Context: an optimization exercise on an open-source flow, tuned for small area, a short achievable clock period and few clock cycles per item. The choices shown serve that exercise and are no tape-out recipe.
Only the layout flow was run in this run; the RTL was not checked for function there.
Power and IR drop assume default switching activity.

<file path="flow/design.v">
`default_nettype none
package toeq_pkg;
   localparam int TimeWidth  = 32;
   localparam int IdentWidth = 16;
   localparam int FillWidth  = 5;
   localparam int EntryWidth = TimeWidth + 1 + IdentWidth;
   typedef enum logic {
      OP_INSERT = 1'b0,
      OP_REMOVE = 1'b1
   } op_type;
   typedef enum logic [1:0] {
      ST_OK    = 2'd0,
      ST_FULL  = 2'd1,
      ST_EMPTY = 2'd2
   } status_type;
endpackage
`default_nettype wire
`default_nettype none
module toeq_cell
(
   input  wire logic                              clock,
   input  wire logic                              write,
   input  wire logic [toeq_pkg::EntryWidth-1:0]   new_entry,
   output logic      [toeq_pkg::EntryWidth-1:0]   entry
);
   logic [toeq_pkg::EntryWidth-1:0] entry_ff;
   always_ff @(posedge clock) begin
      if (write) begin
         entry_ff <= new_entry;
      end
   end
   assign entry = entry_ff;
endmodule
`default_nettype wire
`default_nettype none
module time_ordered_event_queue
#(
   parameter int DEPTH = 16
) (
   input  wire logic                  clock,
   input  wire logic                  reset,
   input  wire logic                  req_valid,
   output logic                       req_stall,
   input  wire logic                  req_operation,
   input  wire logic [toeq_pkg::TimeWidth-1:0]  req_event_key_time,
   input  wire logic                  req_event_kind,
   input  wire logic [toeq_pkg::IdentWidth-1:0] req_event_ident,
   output logic                       rsp_valid,
   input  wire logic                  rsp_stall,
   output logic                       rsp_head_valid,
   output logic [toeq_pkg::TimeWidth-1:0]       rsp_head_time,
   output logic                       rsp_head_kind,
   output logic [toeq_pkg::IdentWidth-1:0]      rsp_head_ident,
   output logic [toeq_pkg::FillWidth-1:0]       rsp_fill_count,
   output logic [1:0]                 rsp_status
);
   localparam int EW = toeq_pkg::EntryWidth;
   localparam int TW = toeq_pkg::TimeWidth;
   localparam int CountWidth = $clog2(DEPTH + 1);
   logic                  r0_valid;
   logic                  r0_ins;      
   logic                  r0_rem;      
   toeq_pkg::status_type  r0_status;
   logic [DEPTH-1:0]      r0_slot;     
   logic [DEPTH-1:0]      r0_lt;       
   logic [DEPTH-1:0][EW-1:0]        slot;
   logic [DEPTH-1:0]                slot_valid;
   logic [DEPTH-1:0][DEPTH-1:0]     ahead_ff;  
   logic [DEPTH-1:0][DEPTH-1:0]     ahead;     
   logic [DEPTH-1:0]                head_oh;
   logic [CountWidth-1:0]           count_ff;
   logic                            empty_ff, one_ff, fifteen_ff;
   logic [DEPTH-1:0]                next_slot;  
   logic                  s2_valid;
   toeq_pkg::status_type  s2_status;
   logic                  rsp_valid_ff;
   logic                  rsp_head_valid_ff;
   logic [EW-1:0]         rsp_head_ff;
   logic [CountWidth-1:0] rsp_count_ff;
   toeq_pkg::status_type  rsp_status_ff;
   logic                  sk_valid;
   logic                  sk_head_valid;
   logic [EW-1:0]         sk_head;
   logic [CountWidth-1:0] sk_count;
   toeq_pkg::status_type  sk_status;
   logic                  req_stall_ff, blocked_ff;
   logic                  rsp_take, s2_move, s2_to_rsp, rsp_load, sk_load, exec, r0_load, accept;
   logic                  r0_valid_in, s2_valid_in, rsp_valid_in, sk_valid_in;
   logic                  is_full, ins_ok, rem_ok, full_in, empty_in;
   logic                  r0_ins_in, r0_rem_in;
   logic [DEPTH-1:0]      r0_slot_in, slot_valid_in, head_oh_in;
   logic [DEPTH-1:0]      avail, avail_low, behind, second_oh, rest;
   logic                  new_is_head;
   logic [CountWidth-1:0] count_in;
   logic [DEPTH-1:0]      cmp;
   logic [EW-1:0]         head_data;
   function automatic logic time_lt(input logic [TW-1:0] a, input logic [TW-1:0] b);
      logic [TW-1:0] g, p;
      g = ~a & b;
      p = ~a | b;
      for (int w = 1; w < TW; w = w * 2) begin
         for (int k = 0; k + w < TW; k = k + 2 * w) begin
            g[k] = g[k+w] | (p[k+w] & g[k]);
            p[k] = p[k+w] & p[k];
         end
      end
      time_lt = g[0];
   endfunction
   assign rsp_take  = rsp_valid_ff && !rsp_stall;
   assign s2_move   = s2_valid && (!sk_valid || rsp_take);
   assign s2_to_rsp = !sk_valid && (!rsp_valid_ff || rsp_take);
   assign rsp_load  = (!rsp_valid_ff || rsp_take) && (sk_valid || s2_valid);
   assign sk_load   = s2_move && !s2_to_rsp;
   assign exec      = r0_valid && !blocked_ff;
   assign r0_load   = !r0_valid || exec;
   assign accept    = req_valid && !req_stall_ff;
   assign req_stall = req_stall_ff;
   assign r0_valid_in  = accept || (r0_valid && !exec);
   assign s2_valid_in  = exec || (s2_valid && !s2_move);
   assign rsp_valid_in = rsp_load || (rsp_valid_ff && !rsp_take);
   assign sk_valid_in  = sk_load || (sk_valid && !rsp_take);
   assign is_full = count_ff[CountWidth-1];
   assign ins_ok  = exec && r0_ins;
   assign rem_ok  = exec && r0_rem;
   always_comb begin
      count_in = count_ff;
      if (ins_ok) count_in = count_ff + 1'b1;
      if (rem_ok) count_in = count_ff - 1'b1;
   end
   assign full_in  = is_full ? !rem_ok : (fifteen_ff && ins_ok);
   assign empty_in = empty_ff ? !ins_ok : (one_ff && rem_ok);
   assign behind      = slot_valid & ~r0_lt;
   assign new_is_head = (behind == '0);
   assign rest = slot_valid & ~head_oh;
   for (genvar j = 0; j < DEPTH; j++) begin : g_order
      for (genvar k = 0; k < DEPTH; k++) begin : g_pair
         if (j < k) begin : g_upper
            assign ahead[j][k] = ahead_ff[j][k];
            always_ff @(posedge clock) begin
               if (ins_ok && r0_slot[j]) begin
                  ahead_ff[j][k] <= r0_lt[k];
               end else if (ins_ok && r0_slot[k]) begin
                  ahead_ff[j][k] <= !r0_lt[j];
               end
            end
         end else if (j > k) begin : g_lower
            assign ahead[j][k] = !ahead_ff[k][j];
         end else begin : g_diag
            assign ahead[j][k] = 1'b0;
         end
      end
      always_comb begin
         second_oh[j] = rest[j];
         for (int k = 0; k < DEPTH; k++) begin
            if (rest[k] && ahead[k][j]) second_oh[j] = 1'b0;
         end
      end
   end
   always_comb begin
      slot_valid_in = slot_valid;
      head_oh_in    = head_oh;
      if (ins_ok) begin
         slot_valid_in = slot_valid | r0_slot;
         if (new_is_head) head_oh_in = r0_slot;
      end
      if (rem_ok) begin
         slot_valid_in = slot_valid & ~head_oh;
         head_oh_in    = second_oh;
      end
      if (reset) begin
         slot_valid_in = '0;
         head_oh_in    = '0;
      end
   end
   assign r0_slot_in = r0_load ? next_slot : r0_slot;
   assign r0_ins_in  = r0_load ? (accept && req_operation == toeq_pkg::OP_INSERT && !full_in) : r0_ins;
   assign r0_rem_in  = r0_load ? (accept && req_operation == toeq_pkg::OP_REMOVE && !empty_in) : r0_rem;
   assign avail = ~slot_valid_in & ~(r0_ins_in ? r0_slot_in : '0);
   for (genvar j = 0; j < DEPTH; j++) begin : g_free
      if (j == 0) begin : g_first
         assign avail_low[j] = avail[j];
      end else begin : g_rest
         assign avail_low[j] = avail[j] && !(|avail[j-1:0]);
      end
   end
   for (genvar j = 0; j < DEPTH; j++) begin : g_slot
      toeq_cell u_cell (
         .clock     (clock),
         .write     (r0_load && next_slot[j]),
         .new_entry ({req_event_key_time, req_event_kind, req_event_ident}),
         .entry     (slot[j])
      );
      assign cmp[j] = time_lt(req_event_key_time, slot[j][EW-1 -: TW]);
   end
   always_comb begin
      head_data = '0;
      for (int j = 0; j < DEPTH; j++) head_data = head_data | ({EW{head_oh[j]}} & slot[j]);
   end
   always_ff @(posedge clock) begin
      slot_valid <= slot_valid_in;
      head_oh    <= head_oh_in;
      if (reset) begin
         next_slot <= DEPTH'(1);
      end else begin
         next_slot <= (|avail) ? avail_low : (r0_rem_in ? head_oh_in : '0);
      end
   end
   always_ff @(posedge clock) begin
      if (reset) begin
         r0_valid     <= 1'b0;
         count_ff     <= '0;
         empty_ff     <= 1'b1;
         one_ff       <= 1'b0;
         fifteen_ff   <= 1'b0;
         s2_valid     <= 1'b0;
         rsp_valid_ff <= 1'b0;
         sk_valid     <= 1'b0;
         blocked_ff   <= 1'b0;
         req_stall_ff <= 1'b0;
      end else begin
         r0_valid     <= r0_valid_in;
         count_ff     <= count_in;
         empty_ff     <= empty_in;
         one_ff       <= (count_in == CountWidth'(1));
         fifteen_ff   <= (count_in == CountWidth'(DEPTH - 1));
         s2_valid     <= s2_valid_in;
         rsp_valid_ff <= rsp_valid_in;
         sk_valid     <= sk_valid_in;
         blocked_ff   <= s2_valid_in && sk_valid_in;
         req_stall_ff <= r0_valid_in && s2_valid_in && rsp_valid_in && sk_valid_in;
      end
   end
   always_ff @(posedge clock) begin
      if (r0_load) begin
         r0_ins  <= r0_ins_in;
         r0_rem  <= r0_rem_in;
         r0_slot <= next_slot;
         r0_lt   <= cmp;
         if (req_operation == toeq_pkg::OP_INSERT) begin
            r0_status <= full_in ? toeq_pkg::ST_FULL : toeq_pkg::ST_OK;
         end else begin
            r0_status <= empty_in ? toeq_pkg::ST_EMPTY : toeq_pkg::ST_OK;
         end
      end
      if (exec) begin
         s2_status <= r0_status;
      end
      if (sk_load) begin
         sk_head_valid <= !empty_ff;
         sk_head       <= head_data;
         sk_count      <= count_ff;
         sk_status     <= s2_status;
      end
      if (rsp_load) begin
         if (sk_valid) begin
            rsp_head_valid_ff <= sk_head_valid;
            rsp_head_ff       <= sk_head;
            rsp_count_ff      <= sk_count;
            rsp_status_ff     <= sk_status;
         end else begin
            rsp_head_valid_ff <= !empty_ff;
            rsp_head_ff       <= head_data;
            rsp_count_ff      <= count_ff;
            rsp_status_ff     <= s2_status;
         end
      end
   end
   assign rsp_valid      = rsp_valid_ff;
   assign rsp_head_valid = rsp_head_valid_ff;
   assign rsp_head_time  = rsp_head_ff[EW-1 -: TW];
   assign rsp_head_kind  = rsp_head_ff[toeq_pkg::IdentWidth];
   assign rsp_head_ident = rsp_head_ff[toeq_pkg::IdentWidth-1:0];
   assign rsp_fill_count = rsp_count_ff;
   assign rsp_status     = rsp_status_ff;
endmodule
`default_nettype wire
</file>
<file path="flow/config.mk">
export PLATFORM = sky130hd
export DESIGN_NAME = time_ordered_event_queue
export DESIGN_NICKNAME = time_ordered_event_queue
export VERILOG_FILES = /design/flow/design.v
export SDC_FILE = /design/flow/constraint.sdc
export NUM_CORES = 4
export LEC_CHECK = 0
export ABC_AREA = 1
export CAP_MARGIN = 20
export CORE_MARGIN = 2
export CORE_UTILIZATION = 40
export SETUP_SLACK_MARGIN = 1.8
export SLEW_MARGIN = 20
</file>
<file path="flow/standard.sh">
#!/bin/bash
# synth_recipe.tcl (not shown) runs the flow's synth.tcl, then flattens the netlist and writes it again
# the make line also repeats each setting of config.mk as NAME=value (left out here)
make -C /OpenROAD-flow-scripts/flow DESIGN_CONFIG=/design/flow/config.mk WORK_HOME=/design/flow/orfs CLKGATE_MAP_FILE= SYNTH_SCRIPT=/design/flow/synth_recipe.tcl "${@:-finish}"
</file>
<file path="flow/constraint.sdc">
create_clock -name core_clock -period 4.5 [get_ports {clock}]
set_input_delay 0.9000 -clock core_clock [delete_from_list [all_inputs] [get_ports {clock}]]
set_output_delay 0.9000 -clock core_clock [all_outputs]
set_load 0.01 [all_outputs]
</file>
<file path="flow/flow/run.sh">
#!/bin/bash
# Standard layout, except that the port buffers are sky130_fd_sc_hd__buf_4 cells
# (resizable like any buffer) instead of the flow's default pick.
set -euo pipefail
export BUFFER_PORTS_ARGS="-buffer_cell sky130_fd_sc_hd__buf_4"
bash standard.sh > standard.log 2>&1
</file>
==> notes.md <==
## logic make-up after synthesis
family / after synthesis
compound gates: 1217
buf+inv: 751
xor+xnor: 3
simple gates: 1836
fa+ha+maj: 2
flops: 1118
## where the power goes
group / total [mW] / switching (mW) / leakage (nW) / internal (mW)
Clock: 10.0 / 4.27 / 1.93 / 5.76
Sequential: 11.6 / 0.0644 / 10.2 / 11.5
Combinational: 1.24 / 0.915 / 9.94 / 0.327
Total: 22.8 / 5.25 / 22.0 / 17.6
## sequential cells by signal, summed over array words and instances (netlist names), 2 cells and up
name / flops
s2_status: 2
r0_lt: 16
g_slot.u_cell.entry_ff: 784
sk_count: 5
count_ff: 5
head_oh: 16
rsp_count_ff: 5
slot_valid: 16
rsp_head_ff: 49
r0_status: 2
sk_status: 2
r0_slot: 16
next_slot: 16
rsp_status_ff: 2
sk_head: 49
ahead: 120
## final timing paths
path,endpoint,depth (start not counted),slack (ps),start
worst min-delay path,s2_status[1]$_DFFE_PP_,0,420,r0_status[1]$_SDFFCE_PN0N_
worst max-delay path,r0_lt[4]$_DFFE_PN_,12,1790,req_event_key_time[2]
worst min register to register,s2_status[1]$_DFFE_PP_,0,420,r0_status[1]$_SDFFCE_PN0N_
worst max register to register,rsp_head_ff[24]$_DFFE_PP_,8,1860,head_oh[13]$_DFF_P_
## synthesized netlist by cell type (all sizes together), types with 5 or more instances
library cell  count  area [um2]
a211oi           51         383
inv             480        1800
o22ai           165        1030
o211ai           47         353
o21ai           450        2260
o2111a            5        56.3
edfxtp         1040       31200
o2111ai          56         490
o221ai           37         324
a31oi            16         100
dfxtp            78        1560
a22o             49         429
nand3           186         936
a2111oi          10        87.6
o21a              5        37.5
clkinv           15        56.3
nor3             44         220
clkbuf          210         788
a221oi          132        1160
or2              47         294
o221a             6        67.6
nand3b            7        52.6
nor3b             7        52.6
a21oi           165         830
nand2          1243        4690
buf              46         204
nor2            239         942
nand4            55         350
nor4              6        37.5
## per-layer routing
layer	GRT usage	vias to the layer above	routed length, um
met5	0	-	68
met3	0.0468	544	17600
met2	0.447	2382	85900
met4	0.152	10	11400
li1	-	17941	-
met1	0.364	19840	72900
## area by class of cell
class                      count  area, um2  area share
clock buffer                 149       3140      0.0538
antenna                        1       2.50   0.0000429
inverter                     495       1970      0.0337
multi-input combinational   3058      15600       0.267
timing repair buffer         226       1880      0.0322
tap                         1662       2080      0.0356
sequential                  1118      32800       0.562
clock inverter                72        813      0.0139
timing repair inverter        10       55.1    0.000943
## what timing repair did
| action | 4_1_cts | 5_1_grt |
|---|---|---|
| gates resized for setup | 28 | 58 |
| endpoints found under the setup margin | 125 | 59 |
| gates cloned | 2 | 9 |
| pin swaps | 2 | 7 |
| setup buffers | 6 | 11 |
## worst register-to-register path: stages (launching register included)
cell	delay, ps
dfxtp_2	320
buf_4	230
buf_4	380
nand2_1	160
nand3_1	70
a2111oi_0	580
nand3_1	400
nand2_1	150
nand2_1	60
==> notes.md <==
Traced cell by cell, the critical path runs through buf_4 -> clkinvlp_2 -> nand2_1 -> o21ai_0 -> o21bai_1 -> nand2_1 -> a21oi_1 -> nor2_1 -> o21ai_0 -> nand2_1 -> a21oi_2 -> o21ai_0. The clock-pin slew of the registers on the worst-case setup and hold paths is 60 ps. The tool flagged a number of max-cap violations equal to 0. In this run, distinct cell masters in the synthesized netlist total 56. After synthesis the cells add up to 51100 um2.

The number of setup violations in the final report came out at 0. The flow ran to the end and the layout has no timing, DRC or antenna violations. The worst hold path belongs to the class reg -> reg. For this run, the leading register cell type out of synthesis is edfxtp_1. The critical-path maximum fanout came out at 27. The number of synthesized flops with an enable pin came out at 1040.

The number of hold-slack violations in the final timing report is 0. The final design area excluding fillers is 58400 um2. At the end of the flow the core is filled with cells to 0.459. After the first detailed-routing iteration, the DRC count stood at 5425. After synthesis, the largest family of logic cells by area is compound AO/OA/AOI/OAI gates.

The synthesized netlist cell count came out at about 4900. The congestion estimate from routability-driven global placement came to between 0.9 and 1. The maximum number of pins on one net before global-route repair came out at 65. Of the cells placed in the final design, the portion with a size suffix greater than 1 is 0.113. The worst setup skew after layout came out at 55.5 ps.

Counting flops and latches in the post-synthesis netlist gives around 1100. The wire length after detailed routing came out at 188 mm. The share of synthesized cell area in and, or, nand and nor gates came out at 0.149.

The transition at the pin with the smallest max-transition slack is 1170 ps. The placeable core region came out at ~130000 um2. Global routing finished with a remaining overflow of 0. The slowest cell on the critical path is a21oi_2. The layout filler cell count is 11830. In the layout the commonest cells are 1227 x nand2_1, 1040 x edfxtp_1, 438 x inv_1. The net count of the finished layout came out at 5085.

The critical path in this run is classified as in -> reg. In this run the static leakage power is 22.0 nW. In this run the deepest clock path goes through 3 buffers. Dividing the detail-routed wire length by the instance count gives 27.7 um. TritonCTS built the clock tree.

The remaining antenna violation count after routing is 0. The floorplan step defined a die boundary enclosing about 130000 um2. The worst path needs 2710 ps of the cycle, external delays included. Grouping stages by cell kind, the critical path spends the most delay in compound AO/OA/AOI/OAI gates.

The total number of vias came out at 40717. In the routed layout, each cell is associated on average with a via count of 6.00. The number of placed I/O pins is 113. The number of buffers added by the clock tree synthesis step is 120.

After detailed placement, the design holds a cell count of around 6500. The global-route wire length before repair is 266 mm. The number of rows created at floorplan came out at 131. The via count of the first global-routing pass is 38270.

The highest attainable clock frequency is 369 MHz. The total number of yosys warnings is 2. The critical path launch point type is an input port.

Setup repair after global routing could not meet its margin everywhere. The initial antenna violation count came out at 9. For the final routed database, the setup TNS stands at 0 ps. The max-slew violation count came out at 0. The maximum resistive drop on vdd is 0.000337 V. Hold is met by 422 ps. The area added between synthesis and finish is 14.3%.

The height of the die came out at about 360 um. Leaving out fill and tap cells, the most frequent cell in the layout is nand2_1. The synthesized-area fraction occupied by xor and xnor cells is 0.000514.

The share of the clock period used by the worst path after layout came out at 0.602. The half-perimeter wire length after detailed placement came out at 119 mm. The number of buffers and inverters on the critical path is 2.

The power density over the cells came out at 391 nW/um2. On the worst path, the slowest cell contributes a delay of 450 ps. STA classifies the critical path endpoint as a flip-flop. The data required time at the worst endpoint is 4970 ps. The post-synthesis share of cell area spent on full adders, half adders and majority gates came out at 0.000490. The compound-gate portion of the synthesized area came out at 0.153. The clock latency on the worst-skew pair is 770 ps.

The clock sink count came out at roughly 1100. The H-tree was split into 3 levels. The area after detailed placement came out at 53900 um2.

Hold repair after CTS inserted 0 buffers. The mux contribution to synthesized area came out at 0. The total chip power came out at 22.8 mW. For the worst setup path, the data arrival time is approximately 3200 ps. The share of the yosys chip area belonging to registers is 0.642. The global routing usage summed across all routing layers is 0.280. The minimum setup slack in the final design is roughly 1800 ps.

The mean instance size in the synthesized netlist is between 10 and 15 um2. Timing analysis after detailed placement gives a worst setup slack of 838 ps. The initial utilization of the core area, before any placement, comes to 0.402.

The cell sitting at the root of the clock tree is a clkbuf_16. The final standard cell count with taps included and fillers excluded came out at 6791. During placement, the flow inserted port buffers numbering 112. The die outline width is about 360 um.

The first detailed-routing pass ran for 6 iterations. The worst pin sits at a relative slew slack of 0.219. After synthesis, the share of flip-flops with an asynchronous set or reset is 0. The number of nets in the synthesized netlist came out at 4983. After detailed routing, the number of remaining DRC violations is 0.

[what the ideal ports hide]
The results above use ideal ports. As a check the final layout listed here was re-extracted and re-timed, cells and wires unchanged. Step 1, drivers: a clkbuf_16 drives clock and a buf_2 each remaining input, both assumed. Step 2 adds t to the input delays and takes it off the output delays; t is the mean of the earliest and latest rising clock arrival at the registers after step 1. Input paths then give back, and output paths get back, about the clock's delay inside the block. a / b / c = ideal / step 1 / step 2; a / b = the first two.
shift t [ns]: 0.828
setup WS [ns]: 1.791 / 1.797 / 0.969
clock arrival spread, ns: 0.058 / 0.058
After both steps setup and hold are still met in this run. The setup slack of this run moves by +0.006 ns with the drivers and by -0.822 ns with both steps.
